This design comes from an exercise in tuning for small area and a short achievable clock period on the open sky130 flow, not from production work.
Only simulation tests tie the RTL to the original design; equivalence was not proved.
Power is estimated from default activity; no workload was simulated.

`flow/config.mk`:
```
export PLATFORM = sky130hd
export DESIGN_NAME = framebuffer_reader
export DESIGN_NICKNAME = framebuffer_reader
export VERILOG_FILES = /design/flow/design.v
export SDC_FILE = /design/flow/constraint.sdc
export NUM_CORES = 4
export LEC_CHECK = 0
export CAP_MARGIN = 20
export CORE_MARGIN = 2
export CORE_UTILIZATION = 40
export SETUP_SLACK_MARGIN = 3.4
export SLEW_MARGIN = 20
```
`flow/constraint.sdc`:
```
create_clock -name core_clock -period 6.0 [get_ports {clk}]
set_input_delay 1.2000 -clock core_clock [delete_from_list [all_inputs] [get_ports {clk}]]
set_output_delay 1.2000 -clock core_clock [all_outputs]
set_load 0.01 [all_outputs]
```
`flow/design.v`:
```
module framebuffer_reader #(
   parameter int unsigned ADDR_W      = 32,
   parameter int unsigned CNT_W       = 20,
   parameter int unsigned FIFO_DEPTH  = 64,
   parameter int unsigned MAX_PENDING = 16
) (
   input  logic              clk,
   input  logic              rst_n,
   input  logic              start,
   input  logic [ADDR_W-1:0] base_addr,
   input  logic [CNT_W-1:0]  word_count,
   output logic              busy,
   output logic              done,
   output logic [ADDR_W-1:0] master_address,
   output logic              master_read,
   input  logic              master_wait_request,
   input  logic [31:0]       master_read_data,
   input  logic              master_read_data_valid,
   output logic [31:0]       out_data,
   output logic              out_valid,
   input  logic              out_ready
   ,
   output logic [15:0]       underflow_count
);
   localparam int unsigned MEM_N  = FIFO_DEPTH;            
   localparam int unsigned PTR_W  = $clog2(MEM_N);
   localparam int unsigned FCNT_W = $clog2(FIFO_DEPTH + 1);
   localparam int unsigned PEND_W = $clog2(MAX_PENDING + 1);
   logic               issuing;       
   logic               mr_q;          
   logic [ADDR_W-1:2]  addr_q;
   logic [CNT_W-1:0]   issue_left;
   logic [PEND_W-1:0]  pending;       
   logic [FCNT_W-1:0]  inflight;      
   logic [31:0]        head;
   logic               head_v;
   logic [31:0]        mem [MEM_N];
   logic [PTR_W-1:0]   wr_ptr;
   logic [MEM_N-1:0]   rd_sel;        
   logic [PTR_W-1:0]   rd_ptr;        
   logic               ring_ne;       
   logic               ring_one;      
   logic [31:0]        ring_q;
   logic               idle_start;
   logic               accept;
   logic               push;
   logic               pop;
   logic               load_head;
   logic               ring_rd;
   logic               ring_wr;
   logic               last_pop;
   logic               issuing_nx;
   logic               inf_ok_nx;
   logic               pend_ok_nx;
   logic               unused_addr_lsbs;
   logic [PEND_W-1:0]  pending_inc, pending_dec;
   logic [FCNT_W-1:0]  inflight_inc, inflight_dec;
   assign pending_inc  = pending + PEND_W'(1);
   assign pending_dec  = ~(~pending + PEND_W'(1));
   assign inflight_inc = inflight + FCNT_W'(1);
   assign inflight_dec = ~(~inflight + FCNT_W'(1));
   assign unused_addr_lsbs = &{1'b0, base_addr[1:0]};
   assign master_read    = mr_q;
   assign master_address = {addr_q, 2'b00};
   assign accept         = mr_q && !master_wait_request;
   assign idle_start = !busy && start;
   assign push = master_read_data_valid && busy && (pending != '0);
   assign out_valid = head_v;
   assign out_data  = head;
   assign pop       = head_v && out_ready;
   assign load_head = !head_v || out_ready;
   assign ring_rd   = load_head && ring_ne;
   assign ring_wr   = push && (ring_ne || (head_v && !out_ready));
   assign last_pop = busy && !issuing && (pending == '0) && pop && !ring_ne;
   always_comb begin
      issuing_nx = issuing && !(accept && (issue_left == CNT_W'(1)));
      case ({accept, pop})
         2'b10:   inf_ok_nx = (inflight < FCNT_W'(FIFO_DEPTH - 1));
         2'b01:   inf_ok_nx = 1'b1;
         default: inf_ok_nx = (inflight < FCNT_W'(FIFO_DEPTH));
      endcase
      case ({accept, push})
         2'b10:   pend_ok_nx = (pending < PEND_W'(MAX_PENDING - 1));
         2'b01:   pend_ok_nx = 1'b1;
         default: pend_ok_nx = (pending < PEND_W'(MAX_PENDING));
      endcase
   end
   always_ff @(posedge clk or negedge rst_n) begin
      if (!rst_n) begin
         issuing  <= 1'b0;
         mr_q     <= 1'b0;
         pending  <= '0;
         inflight <= '0;
         busy     <= 1'b0;
         done     <= 1'b0;
      end else begin
         done <= (idle_start && (word_count == '0)) || last_pop;
         case ({accept, push})
            2'b10:   pending <= pending_inc;
            2'b01:   pending <= pending_dec;
            default: pending <= pending;
         endcase
         case ({accept, pop})
            2'b10:   inflight <= inflight_inc;
            2'b01:   inflight <= inflight_dec;
            default: inflight <= inflight;
         endcase
         if (idle_start) begin
            busy    <= (word_count != '0);
            issuing <= (word_count != '0);
            mr_q    <= (word_count != '0);
         end else begin
            issuing <= issuing_nx;
            mr_q    <= issuing_nx && inf_ok_nx && pend_ok_nx;
            if (last_pop) begin
               busy <= 1'b0;
            end
         end
      end
   end
   always_ff @(posedge clk) begin
      if (idle_start) begin
         addr_q     <= base_addr[ADDR_W-1:2];
         issue_left <= word_count;
      end else if (accept) begin
         addr_q     <= addr_q + 1'b1;
         issue_left <= issue_left - CNT_W'(1);
      end
   end
   always_comb begin
      ring_q = '0;
      for (int i = 0; i < MEM_N; i++) begin
         ring_q = ring_q | (mem[i] & {32{rd_sel[i]}});
      end
   end
   always_ff @(posedge clk) begin
      if (load_head) begin
         head <= ring_ne ? ring_q : master_read_data;
      end
   end
   always_ff @(posedge clk or negedge rst_n) begin
      if (!rst_n) begin
         head_v <= 1'b0;
      end else if (load_head) begin
         head_v <= ring_ne || push;
      end
   end
   assign ring_one = (wr_ptr == rd_ptr + PTR_W'(1));
   always_ff @(posedge clk) begin
      mem[wr_ptr] <= master_read_data;
   end
   always_ff @(posedge clk or negedge rst_n) begin
      if (!rst_n) begin
         wr_ptr  <= '0;
         rd_ptr  <= '0;
         rd_sel  <= MEM_N'(1);
         ring_ne <= 1'b0;
      end else begin
         if (ring_wr) begin
            wr_ptr <= wr_ptr + PTR_W'(1);
         end
         if (ring_rd) begin
            rd_ptr <= rd_ptr + PTR_W'(1);
            rd_sel <= {rd_sel[MEM_N-2:0], rd_sel[MEM_N-1]};
         end
         if (ring_wr) begin
            ring_ne <= 1'b1;
         end else if (ring_rd && ring_one) begin
            ring_ne <= 1'b0;
         end
      end
   end
   always_ff @(posedge clk or negedge rst_n) begin
      if (!rst_n) begin
         underflow_count <= '0;
      end else if (idle_start) begin
         underflow_count <= '0;
      end else if (busy && out_ready && !head_v && (underflow_count != '1)) begin
         underflow_count <= underflow_count + 16'd1;
      end
   end
endmodule
```
`flow/run.sh`:
```
#!/bin/bash
# synth_recipe.tcl (not shown) runs the flow's synth.tcl, then flattens the netlist and writes it again
# the make line also repeats each setting of config.mk as NAME=value (left out here)
make -C /OpenROAD-flow-scripts/flow DESIGN_CONFIG=/design/flow/config.mk WORK_HOME=/design/flow/orfs CLKGATE_MAP_FILE= SYNTH_SCRIPT=/design/flow/synth_recipe.tcl finish
```
==> impl_metrics.json, run 1 <==
{
  "globalRouteTotalUtil_pct": 31.7,
  "cts_tree": "built",
  "routedWlPerCell_um": 43.0,
  "fmax_mhz": 356,
  "worstPathRequired_ps": 4800,
  "path_cells": "buf_2",
  "clkSinkCount": 2240,
  "worst_pin_slew_ps": 1120,
  "largest_net_degree_at_the_start_of_global_routing": 96,
  "synth_top_area_share_pct": 78.1,
  "antenna_violating_nets_post_route": 0,
  "placement.io_buffers": 169,
  "nets": 5122,
  "tritoncts.num_buffers": 218,
  "crit_start": "head[15]",
  "max-slew-margin-rel_pct": 25.0,
  "reg2regPathDepth": 6,
  "cts_max_path_buffers": 3,
  "post_synth_inst_count": 4509,
  "grt_pass1_wl_um": 444000,
  "post_drt_via_cell_ratio": 6.90,
  "design.die.area_um2": 208000,
  "postSynthAreaPerCell_um2": 18.2,
  "outcome": "no timing/DRC/antenna violations",
  "ys_dominant_reg_cell": "edfxtp_1",
  "crit_fanout": 1,
  "critPathKind": "reg2out",
  "fp.coreArea_um2": 204000,
  "clock_insertion_delay_at_the_later_pin_of_the_skew_report_ps": 920,
  "dp.final_hpwl_um": 181000,
  "placed_area_um2": 88100,
  "die_height_um": 456,
  "finalWirelength_um": 340000,
  "cp_top_family": "flip-flops",
  "timing.final.setup_violations": 0,
  "syn2layout_area_growth_pct": 19.1,
  "synth.cell_area_um2": 81900,
  "timing.setup.tns_ps": 0,
  "drt_pass1_iterations": 7,
  "placement_rows": 166,
  "ff2ff_setup_slack_ps": 3300,
  "ios": 174,
  "p_leak_uw": 0.0315,
  "grt-ovfl-total": 0,
  "clock_tree.htree_level_count": 4,
  "via_count": 54600,
  "mostFrequentLayoutCells": "edfxtp_1 (2130), a22oi_1 (480), buf_4 (344)",
  "synth.lib_cells_used.distinct": 55,
  "synth_sequential_area_ratio_pct": 81.5,
  "worstPathBufferInverterCount": 1,
  "start_util_pct": 40.2,
  "die-width_um": 456,
  "synth.yosys.warnings": 1,
  "hold_class": "in2async",
  "timing_hold_violations_final": 0,
  "drive_gt1_share_pct": 21.0,
  "worstSetupEndpointType": "output pin",
  "synth_enable_flop_cells": 2130,
  "cap_violations": 0,
  "first_iter_violations": 11100,
  "critPathArrivalTime_ps": 1610,
  "master_of_the_slowest_instance_on_the_critical_path": "edfxtp_1",
  "post-route-drc-count": 0,
  "critPathCapture": "out_data[15]",
  "critical_path.reg2reg.endpoint": "head[6]",
  "power-per-cell-area_nw_per_um2": 373,
  "worstReg2RegStart": "rd_sel[57]",
  "ir_drop_uv": 301,
  "period_minus_slack_ps": 2810,
  "final_design_area_no_fill_um2": 97500,
  "slew_violations": 0,
  "critical-path-max-stage-delay_ps": 540,
  "first_global_vias": 49300,
  "clkTransAtPathRegs_ps": 60,
  "ctsRootBufferMaster": "clkbuf_16",
  "path_depth": 1,
  "async_reset_ff_share_pct": 4.91,
  "setup_repair_after_global_routing_missed_its_margin": "true",
  "number_of_antenna_violations_at_the_first_check_in_global_routing": 31,
  "finClkSkew_ps": 115,
  "globalplace.congestion": 0.872,
  "period_share_pct": 46.8,
  "worst_setup_path_start_kind": "register",
  "cts.hold.buffers_added": 0,
  "synth_seq_cells": 2240,
  "ys_top_cells_by_area": "edfxtp_1 (78%), a22oi_1 (4.4%), dfrtp_1 (3.3%), a221oi_1 (2.6%), a22o_1 (2.6%)",
  "layout_commonest_cell": "edfxtp_1",
  "final.hold.worst_slack_ps": 450,
  "yosysTopAreaCell": "edfxtp_1"
}
-- layer usage --
layer | part of all wire [%] | track usage, % | up-vias
met5 | 0.085 | 0.0230 | -
met4 | 7.4 | 17.6 | 16
met3 | 17 | 10.9 | 1303
met2 | 42 | 45.9 | 5699
met1 | 33 | 41.8 | 27700
li1 | - | - | 19800
-- registers in the layout, summed over array words and instances (netlist names) --
register	flops
addr_q	30
wr_ptr	6
issuing	1
head	32
ring_ne	1
rd_ptr	6
rd_sel	64
inflight	7
issue_left	20
busy	1
done	1
mr_q	1
underflow_count	16
head_v	1
pending	5
mem	2048
-- metrics by stage --
step                instances  total power, uW  setup WS [ps]  utilization [%]
global placement         7261            22400           1890             43.1
detailed placement       7270            22600           1870             43.2
CTS                      7844            36100           3030             47.4
finish                   7911            36300           3190             47.8
global route             7898            37000           3220             47.8
floorplan                4510            20400           2970                -
-- cell families (layout without fill, tap and decap cells) --
kind of cell             count (synthesis)  count (layout)  share of synthesized area, %
buffers and inverters                  318            1013                          1.47
adder cells (fa/ha/maj)                 15              15                         0.229
other                                    1              19                       0.00458
multiplexers                            70              70                         0.956
XOR/XNOR                                81              81                         0.866
AO/OA/AOI/OAI                         1101            1101                          10.6
flip-flops                            2240            2240                          81.5
AND/OR/NAND/NOR                        683             684                          4.38
-- report_power, final --
group	internal (uW)	switching [uW]	total, uW
Sequential	18400	493	18900
Combinational	1010	2810	3820
Clock	7470	6130	13600
Total	26900	9430	36300
-- worst min-delay path by stage --
stage / startpoint / end / slack [ps] / depth (start not counted)
finish: rst_n / pending[2] / 450 / 1
global route: rst_n / pending[2] / 510 / 1
CTS: rst_n / pending[2] / 460 / 1
detailed placement: inflight[6] / inflight[6] / 460 / 1
global placement: inflight[6] / inflight[6] / 470 / 1
floorplan: inflight[6] / inflight[6] / 440 / 1
-- cell type report --
type	count	area [um^2]
antenna	17	42.5
clock buffer	275	5740
clock inverter	134	1330
fill	17000	106000
inverter	15	56.3
multi-input combinational	1953	14900
sequential	2240	66900
tap	2688	3360
timing repair buffer	589	5150
-- timing repair --
item                       in CTS  in global routing
setup endpoints to repair    1739                397
pin swaps                      53                  6
gates cloned                    0                  1
buffers inserted              165                 48
gates resized for setup       485                 72
-- Yosys cell counts (all sizes together) (2+ instances only) --
cell / count
edfxtp: 2130
a22oi: 480
clkbuf: 268
a221oi: 240
a22o: 240
nand4: 163
nor2: 132
dfrtp: 109
nand2: 109
nand3: 103
mux2: 66
xnor2: 55
nor4: 51
o21ai: 51
nor3: 49
a21oi: 45
buf: 35
a222oi: 32
xor2: 26
ha: 15
inv: 15
and3: 12
or3: 12
and4: 8
nand2b: 8
nand3b: 8
nor3b: 6
a31oi: 5
and2: 4
mux2i: 4
or2: 4
or3b: 4
nor2b: 3
nor4b: 2
o211ai: 2
o31ai: 2
or4: 2
==> inputs of run 2 (changes only) <==
--- a/flow/design.v
+++ b/flow/design.v
@@ -39,2 +39,5 @@
    logic [MEM_N-1:0]   rd_sel;        
+   logic [MEM_N-1:0]   wr_dec;        
+   logic [7:0]         wr_lo;         
+   logic [MEM_N/8-1:0] wr_hi;         
    logic [PTR_W-1:0]   rd_ptr;        
@@ -130,3 +133,3 @@
    always_comb begin
-      ring_q = '0;
+      ring_q = master_read_data & {32{!ring_ne}};
       for (int i = 0; i < MEM_N; i++) begin
@@ -137,3 +140,3 @@
       if (load_head) begin
-         head <= ring_ne ? ring_q : master_read_data;
+         head <= ring_q;
       end
@@ -148,4 +151,13 @@
    assign ring_one = (wr_ptr == rd_ptr + PTR_W'(1));
+   always_comb begin
+      for (int i = 0; i < MEM_N; i++) begin
+         wr_dec[i] = wr_hi[i / 8] && wr_lo[i % 8];
+      end
+   end
    always_ff @(posedge clk) begin
-      mem[wr_ptr] <= master_read_data;
+      for (int i = 0; i < MEM_N; i++) begin
+         if (wr_dec[i]) begin
+            mem[i] <= master_read_data;
+         end
+      end
    end
@@ -154,4 +166,6 @@
          wr_ptr  <= '0;
+         wr_lo   <= 8'd1;
+         wr_hi   <= (MEM_N/8)'(1);
          rd_ptr  <= '0;
-         rd_sel  <= MEM_N'(1);
+         rd_sel  <= '0;
          ring_ne <= 1'b0;
@@ -160,2 +174,6 @@
             wr_ptr <= wr_ptr + PTR_W'(1);
+            wr_lo  <= {wr_lo[6:0], wr_lo[7]};
+            if (wr_lo[7]) begin
+               wr_hi <= {wr_hi[MEM_N/8-2:0], wr_hi[MEM_N/8-1]};
+            end
          end
@@ -163,3 +181,9 @@
             rd_ptr <= rd_ptr + PTR_W'(1);
-            rd_sel <= {rd_sel[MEM_N-2:0], rd_sel[MEM_N-1]};
+            if (ring_one && !ring_wr) begin
+               rd_sel <= '0;
+            end else begin
+               rd_sel <= {rd_sel[MEM_N-2:0], rd_sel[MEM_N-1]};
+            end
+         end else if (!ring_ne && ring_wr) begin
+            rd_sel <= wr_dec;
          end
==> flow/flow/run.sh (new file) <==
#!/bin/bash
set -euo pipefail
export BUFFER_PORTS_ARGS="-buffer_cell sky130_fd_sc_hd__buf_4"
bash standard.sh > standard.log 2>&1
==> flow/standard.sh (new file) <==
#!/bin/bash
# synth_recipe.tcl (not shown) runs the flow's synth.tcl, then flattens the netlist and writes it again
# the make line also repeats each setting of config.mk as NAME=value (left out here)
make -C /OpenROAD-flow-scripts/flow DESIGN_CONFIG=/design/flow/config.mk WORK_HOME=/design/flow/orfs CLKGATE_MAP_FILE= SYNTH_SCRIPT=/design/flow/synth_recipe.tcl "${@:-finish}"
--- a/flow/config.mk
+++ b/flow/config.mk
@@ -10,2 +10,4 @@
 export CORE_UTILIZATION = 40
+export CTS_CLUSTER_DIAMETER = 60
+export CTS_CLUSTER_SIZE = 30
 export SETUP_SLACK_MARGIN = 3.4
removed: flow/run.sh
==> impl_metrics.json, run 2 <==
{
  "outcome": "no timing/DRC/antenna violations",
  "seq_power_share_pct": 40.7,
  "largest_registers_in_the_final_layout": "mem (2048), rd_sel (64), head (32)",
  "master_of_the_slowest_instance_on_the_critical_path": "edfxtp_1",
  "synth_most_common_cell": "edfxtp_1",
  "worst_setup_path_start_kind": "register",
  "cts.hold.buffers_added": 0,
  "synth_enable_flop_cells": 2130,
  "ys_dominant_reg_cell": "edfxtp_1",
  "number_of_antenna_violations_at_the_first_check_in_global_routing": 28,
  "die_height_um": 460,
  "syn2layout_area_growth_pct": 18.2,
  "post-route-drc-count": 0,
  "ctsRootBufferMaster": "clkbuf_16",
  "globalRouteTotalUtil_pct": 32.7,
  "final_core_utilization_pct": 47.6,
  "async_reset_ff_share_pct": 5.59,
  "cts_max_path_buffers": 3,
  "synth_sequential_area_ratio_pct": 80.6,
  "nets": 5261,
  "clkTransAtPathRegs_ps": 90,
  "placement_rows": 167,
  "timing.final.ws_setup_ps": 3140,
  "post_synth_inst_count": 4705,
  "clock_insertion_delay_at_the_later_pin_of_the_skew_report_ps": 900,
  "globalplace.congestion": 0.846,
  "ios": 174,
  "ff2ff_setup_slack_ps": 3310,
  "synth.cell_area_um2": 83300,
  "total_power_uw": 45500,
  "slew_violations": 0,
  "timing.setup.tns_ps": 0,
  "start_util_pct": 40.2,
  "clkSinkCount": 2256,
  "drive_gt1_share_pct": 22.2,
  "power-per-cell-area_nw_per_um2": 462,
  "period_share_pct": 47.7,
  "first_global_vias": 50600,
  "power.net_switching_uw": 17500,
  "hold_class": "in2async",
  "fmax_mhz": 349,
  "via_count": 56800,
  "cap_violations": 0,
  "timing.final.setup_violations": 0,
  "post_drt_via_cell_ratio": 7.03,
  "dp_worst_setup_slack_ps": 2340,
  "reg2regPathDepth": 6,
  "synth_top_area_share_pct": 76.8,
  "worstReg2RegStart": "rd_sel[30]",
  "placement.io_buffers": 169,
  "design.die.area_um2": 212000,
  "p_leak_uw": 0.0316,
  "critPathKind": "reg2out",
  "synth.yosys.warnings": 2,
  "drt_pass1_iterations": 9,
  "period_minus_slack_ps": 2860,
  "postSynthAreaPerCell_um2": 17.7,
  "largest_net_degree_at_the_start_of_global_routing": 78,
  "synth_seq_cells": 2256,
  "routedWlPerCell_um": 44.2,
  "top_register": "mem",
  "internal_power_uw": 27900,
  "ir_drop_uv": 544,
  "setup_repair_after_global_routing_missed_its_margin": "true",
  "critical_path.reg2reg.endpoint": "head[5]",
  "cell_types_with_the_highest_counts_after_synthesis": "edfxtp_1 (2130), a22oi_1 (445), a22o_1 (271)",
  "synth.lib_cells_used.distinct": 60,
  "tritoncts.num_buffers": 138,
  "worstPathBufferInverterCount": 1,
  "cp_top_family": "flip-flops",
  "critPathArrivalTime_ps": 1660,
  "final.hold.worst_slack_ps": 423,
  "ys_top_cells_by_area": "edfxtp_1 (77%), a22oi_1 (4.0%), dfrtp_1 (3.7%), a22o_1 (2.8%), a221oi_1 (2.8%)",
  "grt_pass1_wl_um": 461000,
  "largest_register_ffs": 2048,
  "worstPathRequired_ps": 4800,
  "antenna_violating_nets_post_route": 0,
  "dp.final_hpwl_um": 170000,
  "path_cells": "buf_6",
  "clock_power_share_pct": 24.0,
  "worstSetupEndpointType": "output pin",
  "grt-ovfl-total": 0,
  "sw_frac_of_total_pct": 38.5,
  "critical-path-max-stage-delay_ps": 590,
  "timing_hold_violations_final": 0,
  "first_iter_violations": 12800,
  "clock_tree.htree_level_count": 4,
  "layout_commonest_cell": "edfxtp_1",
  "yosysTopAreaCell": "edfxtp_1",
  "worst_pin_slew_ps": 1330,
  "finClkSkew_ps": 70.2,
  "max-slew-margin-rel_pct": 11.6,
  "crit_fanout": 1,
  "mostFrequentLayoutCells": "edfxtp_1 (2130), a22oi_1 (434), buf_4 (396)",
  "die-width_um": 460,
  "finalWirelength_um": 357000,
  "cts_tree": "built",
  "fp.coreArea_um2": 207000,
  "combinationalPowerShare_pct": 35.3
}
==> run 2: cell types whose count changed after synthesis, sizes merged, moves of 33 or more <==
cell	delta
and2	+62
buf	+129
nand2	+135
nand4	-51
clkbuf	-111
or4	+56
nand3	+47
mux2	-58
a221oi	+33
a311oi	+64
==> run 2: how the worst max path moves through the flow <==
stage | from | end | slack (ps) | depth (start not counted)
6_report | head[30] | out_data[30] | 3140 | 1
5_1_grt | head[30] | out_data[30] | 3120 | 1
4_1_cts | head[7] | out_data[7] | 3160 | 1
3_5_place_dp | out_ready | rd_sel[38] | 2340 | 7
3_3_place_gp | out_ready | rd_sel[45] | 2400 | 7
2_1_floorplan | out_ready | rd_sel[10] | 3230 | 7
==> run 2: metal layers <==
layer	global-route usage, %	part of all wire, %
met1	42.7	33
met2	46.5	41
met3	11.3	17
met4	20.5	8.3
met5	0.643	0.080
==> run 2: kinds of logic (layout without fill, tap and decap cells) <==
group	after synthesis	in the layout	share of synthesized area (%)
buffers and inverters	340	901	1.73
AND/OR/NAND/NOR	824	825	5.05
multiplexers	9	9	0.120
AO/OA/AOI/OAI	1181	1182	11.5
other	1	20	0.00450
XOR/XNOR	79	79	0.830
flip-flops	2256	2256	80.6
adder cells (fa/ha/maj)	15	15	0.225
==> run 2: repair_timing <==
item | CTS | global route
setup endpoints to repair | 177 | 169
pin swaps | 28 | 43
gates cloned | 13 | 10
buffers inserted | 249 | 40
hold endpoints to repair | 0 | 0
gates resized for setup | 374 | 138
==> run 2: stage by stage <==
stage	area (um^2)	std cells
global placement	88100	7489
finish	98500	8075
CTS	97100	8005
global route	98500	8060
detailed placement	88100	7490
floorplan	83400	4706
==> run 2: area by class of cell <==
cell class                 count  area [um^2]
sequential                  2256        67300
fill                       17000       109000
inverter                      19         80.1
clock inverter                96         1290
tap                         2788         3490
timing repair buffer         629         6880
antenna                       18         45.0
clock buffer                 157         3620
multi-input combinational   2112        15800
==> run 2: power groups by stage <==
stage               Sequential, uW  Clock [uW]  Combinational [uW]
floorplan                    18200           0                5520
global placement             20300           0                9460
detailed placement           20400           0                9500
CTS                          18400       10900               14100
global route                 18500       11400               15600
finish                       18500       10900               16000
==> inputs of run 3 (changes only) <==
--- a/flow/design.v
+++ b/flow/design.v
@@ -24,4 +24,3 @@
 );
-   localparam int unsigned MEM_N  = FIFO_DEPTH;            
-   localparam int unsigned PTR_W  = $clog2(MEM_N);
+   localparam int unsigned MEM_N  = FIFO_DEPTH - 1;        
    localparam int unsigned FCNT_W = $clog2(FIFO_DEPTH + 1);
@@ -36,11 +35,5 @@
    logic               head_v;
-   logic [31:0]        mem [MEM_N];
-   logic [PTR_W-1:0]   wr_ptr;
+   logic [31:0]        mem [MEM_N];   
    logic [MEM_N-1:0]   rd_sel;        
-   logic [MEM_N-1:0]   wr_dec;        
-   logic [7:0]         wr_lo;         
-   logic [MEM_N/8-1:0] wr_hi;         
-   logic [PTR_W-1:0]   rd_ptr;        
    logic               ring_ne;       
-   logic               ring_one;      
    logic [31:0]        ring_q;
@@ -57,2 +50,4 @@
    logic               pend_ok_nx;
+   logic               pend_nz_nx;
+   logic               rx_ok;         
    logic               unused_addr_lsbs;
@@ -69,3 +64,3 @@
    assign idle_start = !busy && start;
-   assign push = master_read_data_valid && busy && (pending != '0);
+   assign push = master_read_data_valid && rx_ok;
    assign out_valid = head_v;
@@ -76,3 +71,3 @@
    assign ring_wr   = push && (ring_ne || (head_v && !out_ready));
-   assign last_pop = busy && !issuing && (pending == '0) && pop && !ring_ne;
+   assign last_pop = busy && !issuing && !rx_ok && pop && !ring_ne;
    always_comb begin
@@ -89,2 +84,7 @@
       endcase
+      case ({accept, push})
+         2'b10:   pend_nz_nx = 1'b1;
+         2'b01:   pend_nz_nx = (pending != PEND_W'(1));
+         default: pend_nz_nx = (pending != '0);
+      endcase
    end
@@ -94,2 +94,3 @@
          mr_q     <= 1'b0;
+         rx_ok    <= 1'b0;
          pending  <= '0;
@@ -100,2 +101,3 @@
          done <= (idle_start && (word_count == '0)) || last_pop;
+         rx_ok <= busy && pend_nz_nx;
          case ({accept, push})
@@ -150,12 +152,7 @@
    end
-   assign ring_one = (wr_ptr == rd_ptr + PTR_W'(1));
-   always_comb begin
-      for (int i = 0; i < MEM_N; i++) begin
-         wr_dec[i] = wr_hi[i / 8] && wr_lo[i % 8];
-      end
-   end
    always_ff @(posedge clk) begin
-      for (int i = 0; i < MEM_N; i++) begin
-         if (wr_dec[i]) begin
-            mem[i] <= master_read_data;
+      if (push) begin
+         mem[0] <= master_read_data;
+         for (int i = 1; i < MEM_N; i++) begin
+            mem[i] <= mem[i-1];
          end
@@ -165,6 +162,2 @@
       if (!rst_n) begin
-         wr_ptr  <= '0;
-         wr_lo   <= 8'd1;
-         wr_hi   <= (MEM_N/8)'(1);
-         rd_ptr  <= '0;
          rd_sel  <= '0;
@@ -172,18 +165,6 @@
       end else begin
-         if (ring_wr) begin
-            wr_ptr <= wr_ptr + PTR_W'(1);
-            wr_lo  <= {wr_lo[6:0], wr_lo[7]};
-            if (wr_lo[7]) begin
-               wr_hi <= {wr_hi[MEM_N/8-2:0], wr_hi[MEM_N/8-1]};
-            end
-         end
-         if (ring_rd) begin
-            rd_ptr <= rd_ptr + PTR_W'(1);
-            if (ring_one && !ring_wr) begin
-               rd_sel <= '0;
-            end else begin
-               rd_sel <= {rd_sel[MEM_N-2:0], rd_sel[MEM_N-1]};
-            end
-         end else if (!ring_ne && ring_wr) begin
-            rd_sel <= wr_dec;
+         if (ring_wr && !ring_rd) begin
+            rd_sel <= {rd_sel[MEM_N-2:0], !ring_ne};
+         end else if (ring_rd && !ring_wr) begin
+            rd_sel <= {1'b0, rd_sel[MEM_N-1:1]};
          end
@@ -191,3 +172,3 @@
             ring_ne <= 1'b1;
-         end else if (ring_rd && ring_one) begin
+         end else if (ring_rd && rd_sel[0]) begin
             ring_ne <= 1'b0;
--- a/flow/config.mk
+++ b/flow/config.mk
@@ -10,4 +10,2 @@
 export CORE_UTILIZATION = 40
-export CTS_CLUSTER_DIAMETER = 60
-export CTS_CLUSTER_SIZE = 30
 export SETUP_SLACK_MARGIN = 3.4
==> impl_metrics.json, run 3 <==
{
  "outcome": "no timing/DRC/antenna violations",
  "synth_most_common_cell": "edfxtp_1",
  "grt_pass1_wl_um": 385000,
  "fp.coreArea_um2": 200000,
  "ctsRootBufferMaster": "clkbuf_16",
  "worstReg2RegStart": "rd_sel[25]",
  "setup_repair_after_global_routing_missed_its_margin": "true",
  "placement.io_buffers": 169,
  "ios": 174,
  "worstSetupEndpointType": "output pin",
  "yosysTopAreaCell": "edfxtp_1",
  "ir_drop_uv": 265,
  "async_reset_ff_share_pct": 4.46,
  "drive_gt1_share_pct": 16.7,
  "power-per-cell-area_nw_per_um2": 414,
  "postSynthAreaPerCell_um2": 18.6,
  "die-width_um": 453,
  "largest_register_ffs": 2016,
  "finalWirelength_um": 288000,
  "post_synth_inst_count": 4326,
  "reg2regPathDepth": 4,
  "mostFrequentLayoutCells": "edfxtp_1 (2098), a22o_1 (491), a221oi_1 (488)",
  "synth.cell_area_um2": 80600,
  "crit_start": "head[23]",
  "synth.lib_cells_used.distinct": 55,
  "nets": 4761,
  "worstPathRequired_ps": 4800,
  "largest_registers_in_the_final_layout": "mem (2016), rd_sel (63), head (32)",
  "max-slew-margin-rel_pct": 20.4,
  "synth_enable_flop_cells": 2098,
  "period_minus_slack_ps": 2810,
  "worstPathBufferInverterCount": 1,
  "ff2ff_setup_slack_ps": 3330,
  "tritoncts.num_buffers": 212,
  "ys_top_cells_by_area": "edfxtp_1 (78%), a221oi_1 (5.3%), a22o_1 (5.3%), dfrtp_1 (3.0%), clkbuf_1 (1.3%)",
  "slew_violations": 0,
  "finClkSkew_ps": 71.0,
  "critPathKind": "reg2out",
  "fmax_mhz": 356,
  "first_iter_violations": 9671,
  "timing_hold_violations_final": 0,
  "routedWlPerCell_um": 38.3,
  "synth_seq_cells": 2196,
  "worst_setup_path_start_kind": "register",
  "clkTransAtPathRegs_ps": 60,
  "cap_violations": 0,
  "dp.final_hpwl_um": 136000,
  "cell_types_with_the_highest_counts_after_synthesis": "edfxtp_1 (2098), a221oi_1 (491), a22o_1 (491)",
  "globalplace.congestion": 0.835,
  "hold_class": "in2async",
  "start_util_pct": 40.3,
  "timing.setup.tns_ps": 0,
  "path_cells": "buf_6",
  "timing.final.setup_violations": 0,
  "crit_fanout": 1,
  "cts.hold.buffers_added": 0,
  "path_depth": 1,
  "worst_pin_slew_ps": 1190,
  "total_power_uw": 39100,
  "placement_rows": 164,
  "clock_tree.htree_level_count": 4,
  "period_share_pct": 46.8,
  "post_drt_via_cell_ratio": 6.76,
  "post-route-drc-count": 0,
  "via_count": 50800,
  "layout_commonest_cell": "edfxtp_1",
  "clkSinkCount": 2196,
  "drt_pass1_iterations": 8,
  "p_leak_uw": 0.0297,
  "design.die.area_um2": 205000,
  "globalRouteTotalUtil_pct": 27.2,
  "die_height_um": 453,
  "critPathArrivalTime_ps": 1610,
  "antenna_violating_nets_post_route": 0,
  "critical-path-max-stage-delay_ps": 540,
  "first_global_vias": 46800,
  "master_of_the_slowest_instance_on_the_critical_path": "edfxtp_1",
  "cts_max_path_buffers": 3,
  "number_of_antenna_violations_at_the_first_check_in_global_routing": 17,
  "syn2layout_area_growth_pct": 17.5,
  "clock_insertion_delay_at_the_later_pin_of_the_skew_report_ps": 900,
  "critPathCapture": "out_data[23]",
  "largest_net_degree_at_the_start_of_global_routing": 187,
  "filler_cell_count": 16600,
  "synth.yosys.warnings": 2,
  "top_register": "mem",
  "synth_top_area_share_pct": 78.2,
  "cts_tree": "built",
  "critical_path.reg2reg.endpoint": "head[13]",
  "grt-ovfl-total": 0,
  "synth_sequential_area_ratio_pct": 81.2,
  "cp_top_family": "flip-flops",
  "ys_dominant_reg_cell": "edfxtp_1"
}
run 3: cell count changes after synthesis, moves of 115 or more:
cell,delta
clkbuf_1,+115
a22o_1,+220
nand2_1,-116
a221oi_1,+221
a22oi_1,-403
nand3_1,-124
run 3: power breakdown:
part | internal [uW] | leakage, uW | switching [uW]
registers | 20700 | 0.0196 | 1620
logic | 945 | 0.00672 | 2470
clock network | 7400 | 0.00332 | 5960
run 3: kinds of logic after synthesis:
| family | Yosys count | synth area share, % |
|---|---|---|
| multiplexers | 70 | 0.870 |
| other | 1 | 0.00465 |
| AND/OR/NAND/NOR | 491 | 3.42 |
| XOR/XNOR | 29 | 0.315 |
| buffers and inverters | 320 | 1.55 |
| AO/OA/AOI/OAI | 1204 | 12.4 |
| flip-flops | 2196 | 81.2 |
| adder cells (fa/ha/maj) | 15 | 0.233 |
run 3: layout make-up:
| type | instances | area [um^2] | area share [%] |
|---|---|---|---|
| tap | 2656 | 3320 | 3.51 |
| clock inverter | 132 | 1250 | 1.32 |
| inverter | 18 | 81.3 | 0.0859 |
| timing repair buffer | 417 | 4710 | 4.98 |
| multi-input combinational | 1811 | 14000 | 14.7 |
| clock buffer | 265 | 5570 | 5.88 |
| sequential | 2196 | 65700 | 69.4 |
| antenna | 21 | 52.6 | 0.0555 |
run 3: through the flow:
step / setup WS [ps] / util (%) / instance area (um^2) / hold WS, ps / std cells
2_1_floorplan: -26360 / - / 80600 / 427 / 4327
3_3_place_gp: 1790 / 42.5 / 85000 / 427 / 6929
6_report: 3190 / 47.3 / 94600 / 321 / 7516
5_1_grt: 3180 / 47.3 / 94600 / 345 / 7499
4_1_cts: 3150 / 47.0 / 94000 / 314 / 7454
3_5_place_dp: 1710 / 42.5 / 85100 / 433 / 6930
run 3: worst min-delay path by stage:
| stage | start | to | depth (start not counted) |
|---|---|---|---|
| global placement | mem[17][17] | mem[18][17] | 0 |
| CTS | rst_n | underflow_count[3] | 1 |
| finish | rst_n | underflow_count[3] | 1 |
| floorplan | mem[9][0] | mem[10][0] | 0 |
| global route | rst_n | underflow_count[3] | 1 |
| detailed placement | mem[21][24] | mem[22][24] | 0 |
run 3: per-layer routing:
metal,up-vias,track usage (%),share of wire (%)
li1,19200,-,-
met1,26200,36.6,35
met2,4560,40.9,45
met3,841,7.06,15
met4,6,13.6,5.3
met5,-,0,0.013
run 3: timing repair:
action	in CTS	in global routing
cloned	0	0
setup endpoints to repair	283	159
buffers inserted	127	41
resized for setup	139	19
pin swaps	1	1
==> inputs of run 4 (changes only) <==
--- a/flow/design.v
+++ b/flow/design.v
@@ -126,7 +126,10 @@
    always_ff @(posedge clk) begin
+      addr_q <= ({(ADDR_W-2){idle_start}} & base_addr[ADDR_W-1:2])
+              | ({(ADDR_W-2){!idle_start && accept}} & (addr_q + 1'b1))
+              | ({(ADDR_W-2){!idle_start && !accept}} & addr_q);
+   end
+   always_ff @(posedge clk) begin
       if (idle_start) begin
-         addr_q     <= base_addr[ADDR_W-1:2];
          issue_left <= word_count;
       end else if (accept) begin
-         addr_q     <= addr_q + 1'b1;
          issue_left <= issue_left - CNT_W'(1);
@@ -135,3 +138,3 @@
    always_comb begin
-      ring_q = master_read_data & {32{!ring_ne}};
+      ring_q = '0;
       for (int i = 0; i < MEM_N; i++) begin
@@ -141,5 +144,5 @@
    always_ff @(posedge clk) begin
-      if (load_head) begin
-         head <= ring_q;
-      end
+      head <= ({32{load_head && ring_ne}} & ring_q)
+            | ({32{load_head && !ring_ne}} & master_read_data)
+            | ({32{!load_head}} & head);
    end
--- a/flow/config.mk
+++ b/flow/config.mk
@@ -10,2 +10,4 @@
 export CORE_UTILIZATION = 40
+export CTS_CLUSTER_DIAMETER = 50
+export CTS_CLUSTER_SIZE = 25
 export SETUP_SLACK_MARGIN = 3.4
==> impl_metrics.json, run 4 <==
{
  "mostFrequentLayoutCells": "edfxtp_1 (2036), a22o_1 (480), a221oi_1 (477)",
  "synth_fa_ha_area_share_pct": 0.235,
  "largest_net_degree_at_the_start_of_global_routing": 184,
  "synth_enable_flop_cells": 2036,
  "synth_top_area_share_pct": 76.5,
  "grt_pass1_wl_um": 374000,
  "hold_class": "reg2reg",
  "finClkSkew_ps": 44.7,
  "layout_commonest_cell": "edfxtp_1",
  "largest_register_ffs": 2016,
  "clock_insertion_delay_at_the_later_pin_of_the_skew_report_ps": 830,
  "routedWlPerCell_um": 37.3,
  "outcome": "no timing/DRC/antenna violations",
  "post_drt_via_cell_ratio": 6.67,
  "dp.final_hpwl_um": 142000,
  "globalRouteTotalUtil_pct": 26.2,
  "clock_tree.htree_level_count": 4,
  "crit_fanout": 15,
  "slew_violations": 0,
  "synth_most_common_cell": "edfxtp_1",
  "p_leak_uw": 0.0286,
  "die_height_um": 451,
  "largest_registers_in_the_final_layout": "mem (2016), rd_sel (63), head (32)",
  "synth_seq_cells": 2196,
  "yosysTopAreaCell": "edfxtp_1",
  "placement.io_buffers": 169,
  "ys_dominant_reg_cell": "edfxtp_1",
  "worst_setup_path_start_kind": "register",
  "top_register": "mem",
  "fmax_mhz": 376,
  "synth_sequential_area_ratio_pct": 81.1,
  "cell_types_with_the_highest_counts_after_synthesis": "edfxtp_1 (2036), a221oi_1 (480), a22o_1 (480)",
  "synth.lib_cells_used.distinct": 57,
  "worst_pin_slew_ps": 1250,
  "placement_rows": 164,
  "master_of_the_slowest_instance_on_the_critical_path": "dfrtp_4",
  "drt_pass1_iterations": 7,
  "ctsRootBufferMaster": "clkbuf_16",
  "critical-path-max-stage-delay_ps": 760,
  "first_iter_violations": 9029,
  "critPathKind": "reg2reg",
  "timing_hold_violations_final": 0,
  "postSynthAreaPerCell_um2": 18.3,
  "critPathArrivalTime_ps": 3310,
  "internal_power_uw": 27100,
  "grt-ovfl-total": 0,
  "start_util_pct": 40.1,
  "async_reset_ff_share_pct": 4.46,
  "final_instance_count_without_filler_cells": 7374,
  "synth_compound_gate_area_share_pct": 12.5,
  "ys_top_cells_by_area": "edfxtp_1 (76%), a221oi_1 (5.3%), a22o_1 (5.3%), dfrtp_1 (3.1%), dfxtp_1 (1.6%)",
  "ir_drop_uv": 317,
  "synth.yosys.warnings": 2,
  "antenna_violating_nets_post_route": 0,
  "dp_worst_setup_slack_ps": 1940,
  "yosys.area_share.simple_pct": 3.14,
  "path_cells": "buf_4 -> a22o_1 -> a221oi_1 -> nand4_1 -> nor4_2 -> o22ai_1",
  "placed_cells_incl_taps": 6958,
  "post-route-drc-count": 0,
  "max-slew-margin-rel_pct": 16.7,
  "timing.final.ws_setup_ps": 3340,
  "first_global_vias": 46200,
  "timing.final.setup_violations": 0,
  "worstSetupEndpointType": "register",
  "clock_power_share_pct": 31.6,
  "globalplace.congestion": 0.845,
  "timing.setup.tns_ps": 0,
  "cts.hold.buffers_added": 0,
  "main_combinational_cell_family_by_area_after_synthesis": "compound AO/OA/AOI/OAI gates",
  "syn2layout_area_growth_pct": 15.3,
  "post_synth_inst_count": 4356,
  "cap_violations": 0,
  "xor_xnor_fraction_of_synth_area_pct": 0.679,
  "sw_frac_of_total_pct": 27.8,
  "drive_gt1_share_pct": 16.8,
  "fp.coreArea_um2": 199000,
  "worstPathRequired_ps": 6650,
  "nets": 4676,
  "combinationalPowerShare_pct": 9.1,
  "tritoncts.num_buffers": 158,
  "period_share_pct": 44.3,
  "power.net_switching_uw": 10400,
  "finalWirelength_um": 275000,
  "setup_repair_after_global_routing_missed_its_margin": "true",
  "clkTransAtPathRegs_ps": 100,
  "ios": 174,
  "clkSinkCount": 2196,
  "synth.mux.area_fraction_pct": 0.814,
  "design.die.area_um2": 203000,
  "cts_tree": "built",
  "seq_power_share_pct": 59.3,
  "via_count": 49200,
  "synth.cell_area_um2": 79900,
  "period_minus_slack_ps": 2660,
  "cts_max_path_buffers": 3,
  "number_of_antenna_violations_at_the_first_check_in_global_routing": 16,
  "power-per-cell-area_nw_per_um2": 408,
  "die-width_um": 451
}
-- run 4: cell families (layout without fill, tap and decap cells) --
group           count (synthesis)  in the layout
xor+xnor                       62             62
buf+inv                       322            670
compound gates               1215           1215
mux                            65             65
simple gates                  480            482
fa+ha+maj                      15             15
other cells                     1             13
flops                        2196           2196
-- run 4: metal layers --
layer	routed length [um]	global-route usage, %	up-vias
li1	-	-	18900
met1	99500	36.1	25500
met2	122000	39.5	4056
met3	39500	6.81	737
met4	13600	10.9	16
met5	131	0	-
-- run 4: cell type report --
class	count	area, um^2
Clock buffer	166	4070
Fill cell	16700	107000
Timing Repair inverter	1	5.00
Inverter	16	63.8
Antenna cell	11	27.5
Sequential cell	2196	65100
Timing Repair Buffer	357	3630
Tap cell	2656	3320
Multi-Input combinational cell	1841	14200
Clock inverter	130	1700
-- run 4: metrics by stage --
step	power, uW	util (%)	hold slack (ps)	cell area (um^2)
after detailed placement	25600	42.3	433	84400
final	37600	46.2	424	92100
after global routing	38700	46.2	436	92100
after global placement	25500	42.3	428	84400
after floorplan	22000	-	426	79900
after CTS	37600	46.0	422	91600
-- run 4: what timing repair did --
action,in CTS,in global routing
cloned,8,3
resized for setup,126,31
pin swaps,4,3
setup buffers,63,35
setup endpoints to repair,1752,603
-- run 4: final timing paths --
kind                            depth (start not counted)  slack [ps]       start                  to
worst max register to register                          6        3340  rd_sel[44]            head[22]
min in group asynchronous                               1         440       rst_n  underflow_count[9]
worst max-delay path                                    6        3340  rd_sel[44]            head[22]
worst min-delay path                                    0         420  mem[12][0]          mem[13][0]
worst min register to register                          0         420  mem[12][0]          mem[13][0]
max in group asynchronous                               2        4270       rst_n          rd_sel[54]
-- run 4: power by group through the flow --
| stage | combinational (uW) | clock [uW] | sequential, uW |
|---|---|---|---|
| after global routing | 3650 | 12500 | 22600 |
| after CTS | 3310 | 12000 | 22300 |
| final | 3410 | 11900 | 22300 |
| after detailed placement | 2990 | 0 | 22600 |
| after global placement | 2920 | 0 | 22500 |
| after floorplan | 1150 | 0 | 20800 |
-- run 4: worst max-delay path, delay by kind of cell, from the launching register on --
family	cells	cell delay, ps
buffers and inverters	1	350
AO/OA/AOI/OAI	3	720
AND/OR/NAND/NOR	2	660
flip-flops	1	760
==> inputs of run 5 (changes only) <==
--- a/flow/config.mk
+++ b/flow/config.mk
@@ -10,4 +10,2 @@
 export CORE_UTILIZATION = 40
-export CTS_CLUSTER_DIAMETER = 50
-export CTS_CLUSTER_SIZE = 25
 export SETUP_SLACK_MARGIN = 3.4
==> impl_metrics.json, run 5 <==
{
  "cap_violations": 0,
  "finalWirelength_um": 277000,
  "path_cells": "buf_6 -> a22o_1 -> a221oi_1 -> nand4_1 -> nor4_4 -> o22ai_1",
  "synth_most_common_cell": "edfxtp_1",
  "largest_registers_in_the_final_layout": "mem (2016), rd_sel (63), head (32)",
  "outcome": "no timing/DRC/antenna violations",
  "post_drt_via_cell_ratio": 6.66,
  "top_register": "mem",
  "clock_tree.htree_level_count": 4,
  "ff2ff_setup_slack_ps": 3360,
  "worstPathRequired_ps": 6710,
  "fmax_mhz": 378,
  "globalplace.congestion": 0.845,
  "post-route-drc-count": 0,
  "post_synth_inst_count": 4356,
  "synth.yosys.warnings": 2,
  "hold_path_depth": 0,
  "reg2regPathDepth": 6,
  "worst_setup_path_start_kind": "register",
  "layout_commonest_cell": "edfxtp_1",
  "fp.coreArea_um2": 199000,
  "nets": 4724,
  "ys_top_cells_by_area": "edfxtp_1 (76%), a221oi_1 (5.3%), a22o_1 (5.3%), dfrtp_1 (3.1%), dfxtp_1 (1.6%)",
  "worst_pin_slew_ps": 1220,
  "period_share_pct": 44.0,
  "total_power_uw": 39200,
  "synth_enable_flop_cells": 2036,
  "synth_top_area_share_pct": 76.5,
  "power-per-cell-area_nw_per_um2": 420,
  "cts.hold.buffers_added": 0,
  "ir_drop_uv": 324,
  "start_util_pct": 40.1,
  "antenna_violating_nets_post_route": 0,
  "cts_max_path_buffers": 3,
  "final.hold.worst_slack_ps": 394,
  "cell_types_with_the_highest_counts_after_synthesis": "edfxtp_1 (2036), a221oi_1 (480), a22o_1 (480)",
  "finClkSkew_ps": 72.5,
  "ios": 174,
  "tritoncts.num_buffers": 211,
  "timing.setup.tns_ps": 0,
  "postSynthAreaPerCell_um2": 18.3,
  "max-slew-margin-rel_pct": 18.7,
  "globalRouteTotalUtil_pct": 26.2,
  "ctsRootBufferMaster": "clkbuf_16",
  "hold_class": "reg2reg",
  "drive_gt1_share_pct": 16.9,
  "cp_top_family": "simple AND/OR/NAND/NOR gates",
  "mostFrequentLayoutCells": "edfxtp_1 (2036), a22o_1 (480), a221oi_1 (479)",
  "synth_sequential_area_ratio_pct": 81.1,
  "worstPathBufferInverterCount": 1,
  "cts_tree": "built",
  "master_of_the_slowest_instance_on_the_critical_path": "dfrtp_4",
  "ys_dominant_reg_cell": "edfxtp_1",
  "final_core_utilization_pct": 46.9,
  "timing_hold_violations_final": 0,
  "worstSetupEndpointType": "register",
  "synth.cell_area_um2": 79900,
  "grt_pass1_wl_um": 374000,
  "slew_violations": 0,
  "number_of_antenna_violations_at_the_first_check_in_global_routing": 17,
  "critPathKind": "reg2reg",
  "syn2layout_area_growth_pct": 16.8,
  "first_global_vias": 46600,
  "grt-ovfl-total": 0,
  "crit_fanout": 20,
  "critical_path.reg2reg.endpoint": "head[29]",
  "placed_area_um2": 84400,
  "critPathArrivalTime_ps": 3350,
  "worst_hold_startpoint": "mem[19][27]",
  "synth.lib_cells_used.distinct": 57,
  "worstReg2RegStart": "rd_sel[45]",
  "clock_insertion_delay_at_the_later_pin_of_the_skew_report_ps": 870,
  "period_minus_slack_ps": 2640,
  "synth_seq_cells": 2196,
  "dp.final_hpwl_um": 142000,
  "die-width_um": 451,
  "largest_register_ffs": 2016,
  "routedWlPerCell_um": 37.1,
  "critical-path-max-stage-delay_ps": 730,
  "via_count": 49800,
  "first_iter_violations": 9028,
  "final_design_area_no_fill_um2": 93400,
  "die_height_um": 451,
  "setup_repair_after_global_routing_missed_its_margin": "true",
  "p_leak_uw": 0.0292,
  "async_reset_ff_share_pct": 4.46,
  "clkSinkCount": 2196,
  "design.die.area_um2": 203000,
  "drt_pass1_iterations": 9,
  "timing.final.setup_violations": 0,
  "placement.io_buffers": 169,
  "largest_net_degree_at_the_start_of_global_routing": 154,
  "yosysTopAreaCell": "edfxtp_1",
  "placement_rows": 164,
  "worst_hold_path.endpoint": "mem[20][27]",
  "clkTransAtPathRegs_ps": 60
}
run 5: cell counts after synthesis:
Identical to the previous run, type by type.
run 5: what timing repair did:
action,in CTS,in global routing
buffers inserted,45,48
resized for setup,133,34
endpoints found under the setup margin,1757,1340
gates cloned,8,3
hold endpoints to repair,0,0
pin swaps,2,4
run 5: cells by family (layout without fill, tap and decap cells):
group	count (synthesis)	in the layout	synth area share, %
AOI/OAI and AO/OA	1215	1215	12.5
xor gates and xnor gates	62	62	0.679
adders and majority gates	15	15	0.235
buffers and inverters	322	765	1.52
DFF	2196	2196	81.1
muxes	65	65	0.814
other	1	14	0.00469
and+or+nand+nor	480	482	3.14
run 5: worst reg2reg max path: stages (launching register included):
cell and delay [ps]:
dfrtp_4 730, buf_6 350, a22o_1 270, a221oi_1 270, nand4_1 240, nor4_4 510
o22ai_1 140
run 5: final cells by class:
class                      count  area, um^2
clock buffer                 276        5690
sequential                  2196       65100
antenna                       12        30.0
fill                       16600      106000
tap                         2656        3320
inverter                      16        63.8
timing repair buffer         352        3660
timing repair inverter         1        5.00
clock inverter               120        1260
multi-input combinational   1841       14200
run 5: metal layers:
layer	track usage, %	part of all wire (%)	vias to the layer above
li1	-	-	19000
met1	36.5	36	25700
met2	39.5	45	4262
met3	6.23	14	802
met4	10.9	4.8	10
met5	0	0.029	-
run 5: worst max-delay path by stage:
| stage | slack, ps | from | cells after the start | end |
|---|---|---|---|---|
| floorplan | -26290 | master_read_data_valid | 8 | pending[3] |
| global placement | 1980 | master_read_data_valid | 5 | mem[0][28] |
| detailed placement | 1940 | master_read_data_valid | 5 | mem[0][28] |
| CTS | 3250 | master_read_data_valid | 5 | mem[34][27] |
| global route | 3350 | busy | 1 | busy |
| finish | 3360 | rd_sel[45] | 6 | head[29] |
run 5: power by group:
| group | switching (uW) | internal (uW) |
|---|---|---|
| logic | 2490 | 945 |
| registers | 1700 | 20600 |
| clock network | 5930 | 7520 |
run 5: per-stage QoR:
step | cells | worst slack, ps
final | 7470 | 3360
after CTS | 7407 | 3250
after global placement | 6958 | 1980
after floorplan | 4357 | -26290
after global routing | 7458 | 3350
after detailed placement | 6958 | 1940

==> re-timing with driven ports <==
The flow's constraints put no driver on any port. The routed layouts listed below were extracted and timed again, unchanged, in two steps. Step 1, drivers: a clkbuf_16 drives clk and a buf_2 each remaining input, both assumed. Step 2 adds t to the input delays and takes it off the output delays; t is the mean of the earliest and latest rising clock arrival at the registers after step 1. Input paths then give back, and output paths get back, about the clock's delay inside the block. Slacks: ideal / step 1 / step 2; pairs: ideal / step 1.
run | t, ns | setup slack, ns | hold WS [ns] | latest minus earliest clock arrival (ns) | cell pins on the clock port's net
run 1 | 0.936 | 3.192 / 3.115 / 2.723 | 0.450 / 0.399 / 0.471 | 0.122 / 0.122 | 1
run 2 | 0.944 | 3.136 / 3.046 / 2.519 | 0.423 / 0.370 / 0.474 | 0.090 / 0.090 | 1
run 3 | 0.950 | 3.192 / 3.109 / 2.533 | 0.321 / 0.273 / 0.407 | 0.072 / 0.072 | 1
run 4 | 0.901 | 3.340 / 3.303 / 2.473 | 0.424 / 0.377 / 0.424 | 0.057 / 0.057 | 1
run 5 | 0.926 | 3.358 / 3.308 / 2.702 | 0.394 / 0.364 / 0.394 | 0.085 / 0.086 | 1
After both steps setup and hold are still met in every run listed. For run 4, which loses most, drivers alone change the setup slack by -0.037 ns; drivers and shift together by -0.867 ns.
